What follows belongs to an exercise in optimizing a design on an open flow for small area, a short achievable clock period and few clock cycles per item; a production flow would make more cautious choices.
In this exercise RTL edits were held to simulation tests only and were not proved equivalent to the original.
No activity file was given, so power comes from the tool's default toggle rates.

`design/flow/design.v`:
```
package idct_pkg;
	localparam int BLOCK_SIZE = 8;
	localparam int SRAM_LATENCY = 2;
	localparam int PASS1_SHIFT = 8;
	localparam int PASS2_SHIFT = 16;
	typedef logic [17:0] sram_addr_t;
	typedef logic [15:0] sram_data_t;
	typedef logic signed [15:0] sample_t;
	typedef logic signed [15:0] coeff_t;
	typedef logic signed [31:0] acc_t;
	typedef logic [7:0] pixel_t;
	typedef logic [5:0] buf_addr_t;
	typedef struct packed {
		buf_addr_t addr;
		acc_t data;
		logic en;
	} ram_wr_t;
	typedef struct packed {
		sram_addr_t sram_address;
		sram_data_t sram_write_data;
		logic sram_we_n;
	} sram_req_t;
	typedef enum logic [1:0] {IO_IDLE, IO_FETCH, IO_DRAIN, IO_WRITE} io_state_t;
	typedef enum logic [1:0] {SEQ_IDLE, SEQ_ROW, SEQ_COLUMN} seq_state_t;
	typedef enum logic {PASS_ROW, PASS_COLUMN} pass_t;
	function automatic coeff_t cos_table(input logic [2:0] k, input logic [2:0] n);
		case ({k, n})
			6'd0: cos_table = 16'sd2048;
			6'd1: cos_table = 16'sd2048;
			6'd2: cos_table = 16'sd2048;
			6'd3: cos_table = 16'sd2048;
			6'd4: cos_table = 16'sd2048;
			6'd5: cos_table = 16'sd2048;
			6'd6: cos_table = 16'sd2048;
			6'd7: cos_table = 16'sd2048;
			6'd8: cos_table = 16'sd2841;
			6'd9: cos_table = 16'sd2408;
			6'd10: cos_table = 16'sd1609;
			6'd11: cos_table = 16'sd565;
			6'd12: cos_table = -16'sd565;
			6'd13: cos_table = -16'sd1609;
			6'd14: cos_table = -16'sd2408;
			6'd15: cos_table = -16'sd2841;
			6'd16: cos_table = 16'sd2676;
			6'd17: cos_table = 16'sd1108;
			6'd18: cos_table = -16'sd1108;
			6'd19: cos_table = -16'sd2676;
			6'd20: cos_table = -16'sd2676;
			6'd21: cos_table = -16'sd1108;
			6'd22: cos_table = 16'sd1108;
			6'd23: cos_table = 16'sd2676;
			6'd24: cos_table = 16'sd2408;
			6'd25: cos_table = -16'sd565;
			6'd26: cos_table = -16'sd2841;
			6'd27: cos_table = -16'sd1609;
			6'd28: cos_table = 16'sd1609;
			6'd29: cos_table = 16'sd2841;
			6'd30: cos_table = 16'sd565;
			6'd31: cos_table = -16'sd2408;
			6'd32: cos_table = 16'sd2048;
			6'd33: cos_table = -16'sd2048;
			6'd34: cos_table = -16'sd2048;
			6'd35: cos_table = 16'sd2048;
			6'd36: cos_table = 16'sd2048;
			6'd37: cos_table = -16'sd2048;
			6'd38: cos_table = -16'sd2048;
			6'd39: cos_table = 16'sd2048;
			6'd40: cos_table = 16'sd1609;
			6'd41: cos_table = -16'sd2841;
			6'd42: cos_table = 16'sd565;
			6'd43: cos_table = 16'sd2408;
			6'd44: cos_table = -16'sd2408;
			6'd45: cos_table = -16'sd565;
			6'd46: cos_table = 16'sd2841;
			6'd47: cos_table = -16'sd1609;
			6'd48: cos_table = 16'sd1108;
			6'd49: cos_table = -16'sd2676;
			6'd50: cos_table = 16'sd2676;
			6'd51: cos_table = -16'sd1108;
			6'd52: cos_table = -16'sd1108;
			6'd53: cos_table = 16'sd2676;
			6'd54: cos_table = -16'sd2676;
			6'd55: cos_table = 16'sd1108;
			6'd56: cos_table = 16'sd565;
			6'd57: cos_table = -16'sd1609;
			6'd58: cos_table = 16'sd2408;
			6'd59: cos_table = -16'sd2841;
			6'd60: cos_table = 16'sd2841;
			6'd61: cos_table = -16'sd2408;
			6'd62: cos_table = 16'sd1609;
			6'd63: cos_table = -16'sd565;
			default: cos_table = 16'sd0;
		endcase
	endfunction
endpackage
`timescale 1ns/100ps
module block_ram #(
	parameter int WIDTH = 16,
	parameter int DEPTH = 64
) (
	input logic Clock,
	input idct_pkg::ram_wr_t wr,
	input idct_pkg::buf_addr_t rd_addr,
	output logic [WIDTH-1:0] rd_data
);
localparam int AW = $clog2(DEPTH);
logic [WIDTH-1:0] mem [DEPTH];
always_ff @(posedge Clock) begin
	if (wr.en) begin
		mem[wr.addr[AW-1:0]] <= wr.data[WIDTH-1:0];
	end
	rd_data <= mem[rd_addr[AW-1:0]];
end
endmodule
`timescale 1ns/100ps
module mac_unit (
	input logic Clock,
	input logic Resetn,
	input idct_pkg::acc_t op_a,
	input idct_pkg::coeff_t op_b,
	input logic mac_clear,
	input logic mac_enable,
	input idct_pkg::pass_t pass,
	output idct_pkg::acc_t mac_result
);
idct_pkg::acc_t accumulator;
idct_pkg::acc_t product;
idct_pkg::acc_t column_sum;
idct_pkg::pixel_t pixel;
assign product = op_a * {{16{op_b[15]}}, op_b};
always_ff @(posedge Clock or negedge Resetn) begin
	if (!Resetn) begin
		accumulator <= '0;
	end else if (mac_enable) begin
		accumulator <= (mac_clear ? 32'd0 : accumulator) + product;
	end
end
always_comb begin
	column_sum = $signed(accumulator) >>> idct_pkg::PASS2_SHIFT;
	if (column_sum[31]) begin
		pixel = 8'h00;
	end else if ($signed(column_sum) > 32'sd255) begin
		pixel = 8'hff;
	end else begin
		pixel = column_sum[7:0];
	end
	if (pass == idct_pkg::PASS_COLUMN) begin
		mac_result = {24'd0, pixel};
	end else begin
		mac_result = $signed(accumulator) >>> idct_pkg::PASS1_SHIFT;
	end
end
endmodule
`timescale 1ns/100ps
module sram_block_io #(
	parameter int ROW_PITCH = 320
) (
	input logic Clock,
	input logic Resetn,
	input logic start,
	input idct_pkg::sram_addr_t in_base,
	input idct_pkg::sram_addr_t out_base,
	input idct_pkg::sram_data_t sram_read_data,
	output idct_pkg::sram_req_t sram,
	output idct_pkg::ram_wr_t sample_wr,
	output idct_pkg::buf_addr_t pixel_rd_addr,
	input idct_pkg::sram_data_t pixel_rd_data,
	input logic write_start,
	output logic fetch_done,
	output logic busy,
	output logic finish
);
localparam idct_pkg::sram_addr_t COEFF_ROW_STEP = idct_pkg::sram_addr_t'(ROW_PITCH);
localparam idct_pkg::sram_addr_t PIXEL_ROW_STEP = idct_pkg::sram_addr_t'(ROW_PITCH / 2);
localparam idct_pkg::buf_addr_t LAST_WRITE_COUNT =
	idct_pkg::buf_addr_t'(idct_pkg::BLOCK_SIZE * idct_pkg::BLOCK_SIZE / 2 + 1);
idct_pkg::io_state_t state;
idct_pkg::buf_addr_t count;
idct_pkg::buf_addr_t pair_idx;
idct_pkg::sram_addr_t row_base;
idct_pkg::sram_addr_t out_base_r;
logic start_d;
logic start_edge;
logic [idct_pkg::SRAM_LATENCY:0] fetch_valid;
idct_pkg::buf_addr_t fetch_idx [idct_pkg::SRAM_LATENCY+1];
assign start_edge = start && !start_d;
assign pair_idx = count - 6'd1;
assign pixel_rd_addr = count;
always_ff @(posedge Clock or negedge Resetn) begin
	if (!Resetn) begin
		state <= idct_pkg::IO_IDLE;
		count <= '0;
		row_base <= '0;
		out_base_r <= '0;
		start_d <= 1'b0;
		busy <= 1'b0;
		finish <= 1'b0;
		sram <= {18'd0, 16'd0, 1'b1};
	end else begin
		start_d <= start;
		finish <= 1'b0;
		sram.sram_we_n <= 1'b1;
		case (state)
			idct_pkg::IO_IDLE: begin
				if (start_edge) begin
					busy <= 1'b1;
					row_base <= in_base;
					out_base_r <= out_base;
					count <= '0;
					state <= idct_pkg::IO_FETCH;
				end
			end
			idct_pkg::IO_FETCH: begin
				sram.sram_address <= row_base + idct_pkg::sram_addr_t'(count[2:0]);
				count <= count + 6'd1;
				if (count[2:0] == 3'd7) begin
					row_base <= row_base + COEFF_ROW_STEP;
				end
				if (&count) begin
					state <= idct_pkg::IO_DRAIN;
				end
			end
			idct_pkg::IO_DRAIN: begin
				if (write_start) begin
					row_base <= out_base_r;
					count <= '0;
					state <= idct_pkg::IO_WRITE;
				end
			end
			idct_pkg::IO_WRITE: begin
				count <= count + 6'd1;
				if (count == LAST_WRITE_COUNT) begin
					finish <= 1'b1;
					busy <= 1'b0;
					state <= idct_pkg::IO_IDLE;
				end else if (count != '0) begin
					sram.sram_address <= row_base + idct_pkg::sram_addr_t'(pair_idx[1:0]);
					sram.sram_write_data <= pixel_rd_data;
					sram.sram_we_n <= 1'b0;
					if (pair_idx[1:0] == 2'd3) begin
						row_base <= row_base + PIXEL_ROW_STEP;
					end
				end
			end
		endcase
	end
end
always_ff @(posedge Clock or negedge Resetn) begin
	if (!Resetn) begin
		fetch_valid <= '0;
		sample_wr <= '0;
		fetch_done <= 1'b0;
	end else begin
		fetch_valid <= {fetch_valid[idct_pkg::SRAM_LATENCY-1:0], state == idct_pkg::IO_FETCH};
		sample_wr.en <= fetch_valid[idct_pkg::SRAM_LATENCY];
		sample_wr.addr <= fetch_idx[idct_pkg::SRAM_LATENCY];
		sample_wr.data <= {{16{sram_read_data[15]}}, sram_read_data};
		fetch_done <= sample_wr.en && (&sample_wr.addr);
	end
end
always_ff @(posedge Clock) begin
	fetch_idx[0] <= count;
	for (int i = 1; i <= idct_pkg::SRAM_LATENCY; i++) begin
		fetch_idx[i] <= fetch_idx[i-1];
	end
end
endmodule
`timescale 1ns/100ps
module matrix_sequencer (
	input logic Clock,
	input logic Resetn,
	input logic fetch_done,
	output idct_pkg::buf_addr_t sample_rd_addr,
	output idct_pkg::buf_addr_t inter_rd_addr,
	input idct_pkg::sram_data_t sample_rd_data,
	input idct_pkg::acc_t inter_rd_data,
	output idct_pkg::ram_wr_t inter_wr,
	output idct_pkg::ram_wr_t pixel_wr,
	output idct_pkg::acc_t op_a,
	output idct_pkg::coeff_t op_b,
	output logic mac_clear,
	output logic mac_enable,
	output idct_pkg::pass_t pass,
	input idct_pkg::acc_t mac_result,
	output logic write_start
);
localparam int LAST_PHASE = idct_pkg::BLOCK_SIZE + 1;
idct_pkg::seq_state_t state;
logic [3:0] phase;
logic [2:0] row;
logic [2:0] col;
logic [2:0] k;
logic issue;
logic result_valid;
logic last_pixel;
idct_pkg::pixel_t pixel_hold;
assign k = phase[2:0];
assign issue = (state != idct_pkg::SEQ_IDLE) && (phase < 4'(idct_pkg::BLOCK_SIZE));
assign result_valid = (state != idct_pkg::SEQ_IDLE) && (phase == 4'(LAST_PHASE));
assign pass = (state == idct_pkg::SEQ_COLUMN) ? idct_pkg::PASS_COLUMN : idct_pkg::PASS_ROW;
assign sample_rd_addr = {row, k};
assign inter_rd_addr = {k, col};
always_comb begin
	if (pass == idct_pkg::PASS_COLUMN) begin
		op_a = inter_rd_data;
	end else begin
		op_a = {{16{sample_rd_data[15]}}, sample_rd_data};
	end
end
always_ff @(posedge Clock or negedge Resetn) begin
	if (!Resetn) begin
		state <= idct_pkg::SEQ_IDLE;
		phase <= '0;
		row <= '0;
		col <= '0;
	end else if (state == idct_pkg::SEQ_IDLE) begin
		phase <= '0;
		row <= '0;
		col <= '0;
		if (fetch_done) begin
			state <= idct_pkg::SEQ_ROW;
		end
	end else if (result_valid) begin
		phase <= '0;
		col <= col + 3'd1;
		if (col == 3'd7) begin
			row <= row + 3'd1;
			if (row == 3'd7 && state == idct_pkg::SEQ_ROW) begin
				state <= idct_pkg::SEQ_COLUMN;
			end else if (row == 3'd7) begin
				state <= idct_pkg::SEQ_IDLE;
			end
		end
	end else begin
		phase <= phase + 4'd1;
	end
end
always_ff @(posedge Clock) begin
	if (state == idct_pkg::SEQ_COLUMN) begin
		op_b <= idct_pkg::cos_table(k, row);
	end else begin
		op_b <= idct_pkg::cos_table(k, col);
	end
end
always_ff @(posedge Clock or negedge Resetn) begin
	if (!Resetn) begin
		mac_enable <= 1'b0;
		mac_clear <= 1'b0;
		inter_wr <= '0;
		pixel_wr <= '0;
		pixel_hold <= '0;
		last_pixel <= 1'b0;
		write_start <= 1'b0;
	end else begin
		mac_enable <= issue;
		mac_clear <= issue && (phase == 4'd0);
		inter_wr.en <= result_valid && (state == idct_pkg::SEQ_ROW);
		pixel_wr.en <= result_valid && (state == idct_pkg::SEQ_COLUMN) && col[0];
		last_pixel <= result_valid && (state == idct_pkg::SEQ_COLUMN) &&
			(row == 3'd7) && (col == 3'd7);
		write_start <= last_pixel;
		if (result_valid) begin
			inter_wr.addr <= {row, col};
			inter_wr.data <= mac_result;
			pixel_wr.addr <= {1'b0, row, col[2:1]};
			pixel_wr.data <= {16'd0, pixel_hold, mac_result[7:0]};
			if (!col[0]) begin
				pixel_hold <= mac_result[7:0];
			end
		end
	end
end
endmodule
`timescale 1ns/100ps
module idct_top #(
	parameter int ROW_PITCH = 320
) (
	input logic Clock,
	input logic Resetn,
	input logic start,
	input logic [17:0] in_base,
	input logic [17:0] out_base,
	input logic [15:0] sram_read_data,
	output logic [17:0] sram_address,
	output logic [15:0] sram_write_data,
	output logic sram_we_n,
	output logic busy,
	output logic finish
);
idct_pkg::sram_req_t sram;
idct_pkg::ram_wr_t sample_wr;
idct_pkg::ram_wr_t inter_wr;
idct_pkg::ram_wr_t pixel_wr;
idct_pkg::buf_addr_t sample_rd_addr;
idct_pkg::buf_addr_t inter_rd_addr;
idct_pkg::buf_addr_t pixel_rd_addr;
idct_pkg::sram_data_t sample_rd_data;
idct_pkg::sram_data_t pixel_rd_data;
idct_pkg::acc_t inter_rd_data;
idct_pkg::acc_t op_a;
idct_pkg::acc_t mac_result;
idct_pkg::coeff_t op_b;
idct_pkg::pass_t pass;
logic mac_clear;
logic mac_enable;
logic fetch_done;
logic write_start;
sram_block_io #(
	.ROW_PITCH(ROW_PITCH)
) sram_block_io_i (
	.Clock(Clock),
	.Resetn(Resetn),
	.start(start),
	.in_base(in_base),
	.out_base(out_base),
	.sram_read_data(sram_read_data),
	.sram(sram),
	.sample_wr(sample_wr),
	.pixel_rd_addr(pixel_rd_addr),
	.pixel_rd_data(pixel_rd_data),
	.write_start(write_start),
	.fetch_done(fetch_done),
	.busy(busy),
	.finish(finish)
);
matrix_sequencer matrix_sequencer_i (
	.Clock(Clock),
	.Resetn(Resetn),
	.fetch_done(fetch_done),
	.sample_rd_addr(sample_rd_addr),
	.inter_rd_addr(inter_rd_addr),
	.sample_rd_data(sample_rd_data),
	.inter_rd_data(inter_rd_data),
	.inter_wr(inter_wr),
	.pixel_wr(pixel_wr),
	.op_a(op_a),
	.op_b(op_b),
	.mac_clear(mac_clear),
	.mac_enable(mac_enable),
	.pass(pass),
	.mac_result(mac_result),
	.write_start(write_start)
);
mac_unit mac_unit_i (
	.Clock(Clock),
	.Resetn(Resetn),
	.op_a(op_a),
	.op_b(op_b),
	.mac_clear(mac_clear),
	.mac_enable(mac_enable),
	.pass(pass),
	.mac_result(mac_result)
);
assign sram_address = sram.sram_address;
assign sram_write_data = sram.sram_write_data;
assign sram_we_n = sram.sram_we_n;
block_ram #(
	.WIDTH(16),
	.DEPTH(64)
) sample_buf (
	.Clock(Clock),
	.wr(sample_wr),
	.rd_addr(sample_rd_addr),
	.rd_data(sample_rd_data)
);
block_ram #(
	.WIDTH(32),
	.DEPTH(64)
) inter_buf (
	.Clock(Clock),
	.wr(inter_wr),
	.rd_addr(inter_rd_addr),
	.rd_data(inter_rd_data)
);
block_ram #(
	.WIDTH(16),
	.DEPTH(32)
) pixel_buf (
	.Clock(Clock),
	.wr(pixel_wr),
	.rd_addr(pixel_rd_addr),
	.rd_data(pixel_rd_data)
);
endmodule
```
`design/flow/config.mk`:
```
export PLATFORM = sky130hd
export DESIGN_NAME = idct_top
export DESIGN_NICKNAME = idct_top
export VERILOG_FILES = /design/flow/design.v
export SDC_FILE = /design/flow/constraint.sdc
export NUM_CORES = 4
export LEC_CHECK = 0
export CAP_MARGIN = 20
export CORE_MARGIN = 2
export CORE_UTILIZATION = 40
export PLACE_DENSITY = 0.6
export SLEW_MARGIN = 20
export SYNTH_MEMORY_MAX_BITS = 8192
```
`design/flow/run.sh`:
```
#!/bin/bash
# synth_recipe.tcl (not shown) runs the flow's synth.tcl, then flattens the netlist and writes it again
# the make line also repeats each setting of config.mk as NAME=value (left out here)
make -C /OpenROAD-flow-scripts/flow DESIGN_CONFIG=/design/flow/config.mk WORK_HOME=/design/flow/orfs CLKGATE_MAP_FILE= SYNTH_SCRIPT=/design/flow/synth_recipe.tcl finish
```
`design/flow/constraint.sdc`:
```
create_clock -name core_clock -period 10.0 [get_ports {Clock}]
set_input_delay 2.0000 -clock core_clock [delete_from_list [all_inputs] [get_ports {Clock}]]
set_output_delay 2.0000 -clock core_clock [all_outputs]
set_load 0.01 [all_outputs]
```
==> run notes <==
==> area by class of cell <==
| cell class | count | area share (%) |
|---|---|---|
| Sequential cell | 3364 | 61.9 |
| Inverter | 426 | 1.00 |
| Clock inverter | 141 | 0.709 |
| Timing Repair Buffer | 312 | 1.85 |
| Tap cell | 4730 | 3.69 |
| Clock buffer | 464 | 5.87 |
| Antenna cell | 14 | 0.0218 |
| Multi-Input combinational cell | 3029 | 25.0 |
==> layer usage <==
layer | global-route usage (%) | vias up | wire length, um
li1 | - | 28800 | -
met2 | 31.8 | 2421 | 171000
met1 | 27.2 | 37400 | 147000
met5 | 0 | - | 13
met3 | 3.00 | 489 | 23100
met4 | 5.15 | 2 | 9180
==> cell usage after synthesis (62+ instances only) <==
| library cell | n | area (um^2) |
|---|---|---|
| edfxtp_1 | 3072 | 92200 |
| and2_1 | 107 | 669 |
| nand2_1 | 400 | 1500 |
| clkbuf_1 | 252 | 946 |
| nor2_1 | 294 | 1100 |
| mux4_2 | 993 | 22400 |
| fa_1 | 326 | 6530 |
| inv_1 | 421 | 1580 |
| mux2_2 | 89 | 1000 |
| nor2b_1 | 62 | 388 |
| a21oi_1 | 103 | 515 |
| ha_1 | 130 | 1630 |
| o21ai_0 | 101 | 505 |
| dfxtp_1 | 87 | 1740 |
| buf_2 | 87 | 435 |
| dfrtp_1 | 204 | 5100 |
==> sequential cells by signal, summed over array words and instances (netlist names), 3 cells and up <==
register / cells
matrix_sequencer_i.op_b: 13
sram_block_io_i.out_base_r: 18
mac_unit_i.accumulator: 32
matrix_sequencer_i.col: 3
matrix_sequencer_i.row: 3
matrix_sequencer_i.inter_wr: 30
sram_block_io_i.fetch_valid: 3
sram_block_io_i.count: 6
sram_block_io_i.fetch_idx: 18
sram_block_io_i.sample_wr: 23
pixel_buf.rd_data: 16
sample_buf.rd_data: 16
sram_block_io_i.sram: 35
matrix_sequencer_i.pixel_wr: 10
matrix_sequencer_i.phase: 4
matrix_sequencer_i.pixel_hold: 8
pixel_buf.mem: 512
inter_buf.mem: 1536
inter_buf.rd_data: 24
sram_block_io_i.row_base: 18
sample_buf.mem: 1024
==> kinds of logic after synthesis <==
family,Yosys count
AOI/OAI and AO/OA,382
xor gates and xnor gates,87
adders and majority gates,456
buffers and inverters,811
DFF,3364
muxes,1101
and+or+nand+nor,1003
==> final timing paths <==
kind | startpoint | end | slack, ns | depth (start not counted)
worst min-delay path | sram_block_io_i.fetch_idx[1][0] | sram_block_io_i.fetch_idx[2][0] | 0.33 | 0
min in group asynchronous | Resetn | sram_block_io_i.sram[5] | 1.15 | 1
worst max-delay path | matrix_sequencer_i.state[1] | mac_unit_i.accumulator[29] | 2.19 | 23
worst min register to register | sram_block_io_i.fetch_idx[1][0] | sram_block_io_i.fetch_idx[2][0] | 0.33 | 0
max in group asynchronous | Resetn | sram_block_io_i.sample_wr[2] | 6.86 | 3
worst max register to register | matrix_sequencer_i.state[1] | mac_unit_i.accumulator[29] | 2.19 | 23
==> worst max-delay path, cell delays in order, from the launching register on <==
cell and delay, ns:
dfrtp_1 0.50, nor2b_4 0.89, buf_4 0.28, nand2_1 0.06, nand2_1 0.51, nand2_1 0.19
fa_1 0.59, inv_1 0.06, fa_1 0.56, fa_1 0.44, fa_1 0.42, fa_1 0.52
inv_1 0.05, fa_1 0.48, inv_1 0.05, ha_1 0.37, a21o_1 0.19, a211oi_1 0.25
o211ai_1 0.19, a211o_1 0.32, o211ai_1 0.26, nand2_1 0.10, xor2_1 0.15, mux2_2 0.26
==> power groups by stage <==
stage               Combinational (mW)  Sequential (mW)  Clock, mW
floorplan                         1.17             15.9          0
global placement                  1.70             16.0          0
detailed placement                1.74             16.0          0
CTS                               1.74             15.7       12.4
global route                      1.90             15.7       13.0
finish                            1.72             15.7       12.2
==> flow_metrics.py <==
metrics = {
    "cells_and_area": {
        "fillers": 29500,
        "final_area_um2": 160000,
        "regArea_um2": 99200,
        "multi_input_area_um2": 40000,
        "final_common_cell": "edfxtp_1",
        "finalNonFillerCells": 12500,
        "finish.utilization_pct": 45.5,
        "drive_above_1_share_pct": 24.9,
        "areaGrowthSynthToFinish_pct": 13.1,
        "nets": 7982,
        "layout_common_cells": "3072 x edfxtp_1, 993 x mux4_2, 420 x inv_1, 400 x nand2_1, 350 x clkbuf_16",
    },
    "power_and_ir_drop": {
        "pwr-share-clk_pct": 41.2,
        "p_sw_mw": 6.51,
        "p_comb_share_pct": 5.8,
        "p_sw_share_pct": 22.0,
        "power_density_nw_per_um2": 185,
        "irDropWorstVdd_v": 0.000160,
        "pwr-share-seq_pct": 53.0,
        "total_power_mw": 29.6,
        "p_int_mw": 23.1,
        "p_leak_nw": 46.4,
    },
    "clocking": {
        "cts_buffers": 338,
        "clock-sinks": 3364,
        "clock_path_buffers": 4,
        "htree_levels": 5,
        "cts_tree": "done",
        "cts_root_buf": "clkbuf_16",
        "cts.repair.resized": 0,
        "clkTransAtPathRegs_ns": 0.07,
        "cts_hold_buf": 0,
        "clk-insertion-delay-late_ns": 0.90,
        "post-cts-setup-buffer-count": 0,
    },
    "logic_synthesis": {
        "synthFlopType": "edfxtp_1",
        "synth_top_family_by_area": "multiplexers",
        "synth_edf_count": 3072,
        "synth_cells": 7204,
        "yosys_warnings": 7,
        "synth_xor_area_share_pct": 0.566,
        "synthSimpleGateAreaFrac_pct": 3.20,
        "netlist_area_um2": 142000,
        "syn-num-nets": 7715,
        "synth_seq_cells": 3364,
        "synth_seq_area_share_pct": 69.9,
        "synthAdderAreaFrac_pct": 5.75,
        "synth_cell_types": 76,
        "async_flop_share_pct": 6.09,
        "postSynthAreaPerCell_um2": 19.7,
        "synth_compound_area_share_pct": 1.71,
        "synthMuxAreaShare_pct": 16.6,
    },
    "critical_path": {
        "cp.required_ns": 10.75,
        "cp_max_fo": 39,
        "arrival_ns": 8.56,
        "cp-start-kind": "register",
        "critPathKind": "reg2reg",
        "endpoint_kind": "register",
    },
    "timing": {
        "timing.final.crit_period_ns": 7.81,
        "drv_slew": 0,
        "hold_viol_final": 0,
        "fin_hold_ws_ns": 0.329,
        "fin_worst_skew_ns": 0.0583,
        "setup_violations": 0,
        "post-route-worst-setup-slack_ns": 2.19,
        "slew_headroom_pct": 21.2,
        "max_freq_mhz": 128,
        "setup_tns_ns": 0,
        "worst_pin_slew_ns": 1.18,
        "finalCritPeriodShare_pct": 78.1,
        "rsz0062_at_grt": "false",
    },
    "placement": {
        "dpl.hpwl_mm": 204,
        "dp.cells": 11800,
        "place_ws_ns": 2.23,
        "gp_congestion": 0.852,
        "placed_area_um2": 149000,
        "io_buffers": 91,
    },
    "floorplanning": {
        "die_height_um": 599,
        "core_area_um2": 353000,
        "ioPinCount": 92,
        "num_rows": 218,
        "start_util_pct": 40.2,
        "dieArea_um2": 359000,
        "die_x_um": 599,
    },
    "global_routing": {
        "grt_pass1_wl_mm": 507,
        "antenna_found_initial": 20,
        "track_usage_pct": 19.4,
        "grt_max_degree": 152,
        "overflow": 0,
        "grt_pass1_vias": 71500,
    },
    "min_path": {
        "hold_class": "reg2reg",
    },
    "routing": {
        "wl_mm": 350,
        "postRouteAntennaNets": 0,
        "drtPass1Iterations": 6,
        "num_vias": 69200,
        "drt_iter0_drc": 7000,
        "drc": 0,
        "via_per_inst": 5.54,
        "post_drt_wl_per_cell_um": 28.1,
    },
    "run": {
        "cap_viol_max_count": 0,
    },
    "run_status": {
        "status": "no timing/DRC/antenna violations",
    },
}
Testbench counts, summed over its fixed seeds: cycles 88,712, blocks 64.

[separate check: timing with driven ports]
Ports are ideal in the flow. The routed layout listed here was re-timed in OpenROAD.
Step 1: set_driving_cell puts a clkbuf_16 on Clock and a buf_2 on each other input, an assumption about the parent block.
Step 2 also shifts input and output timing later by t, the mid clock arrival at the registers, as if the neighbouring blocks saw the same clock.
Three values: no drivers, after step 1, after step 2; two values: the first two.
t (ns): 0.966
setup slack, ns: 2.194 / 2.194 / 2.194
clock arrival spread, ns: 0.069 / 0.070
worst slew at a driven data input, ns: 0.10
pins driven straight from the clock port: 1
After both steps this run still meets setup and hold. For this run, drivers alone change the setup slack by 0.000 ns; drivers and shift together by 0.000 ns.
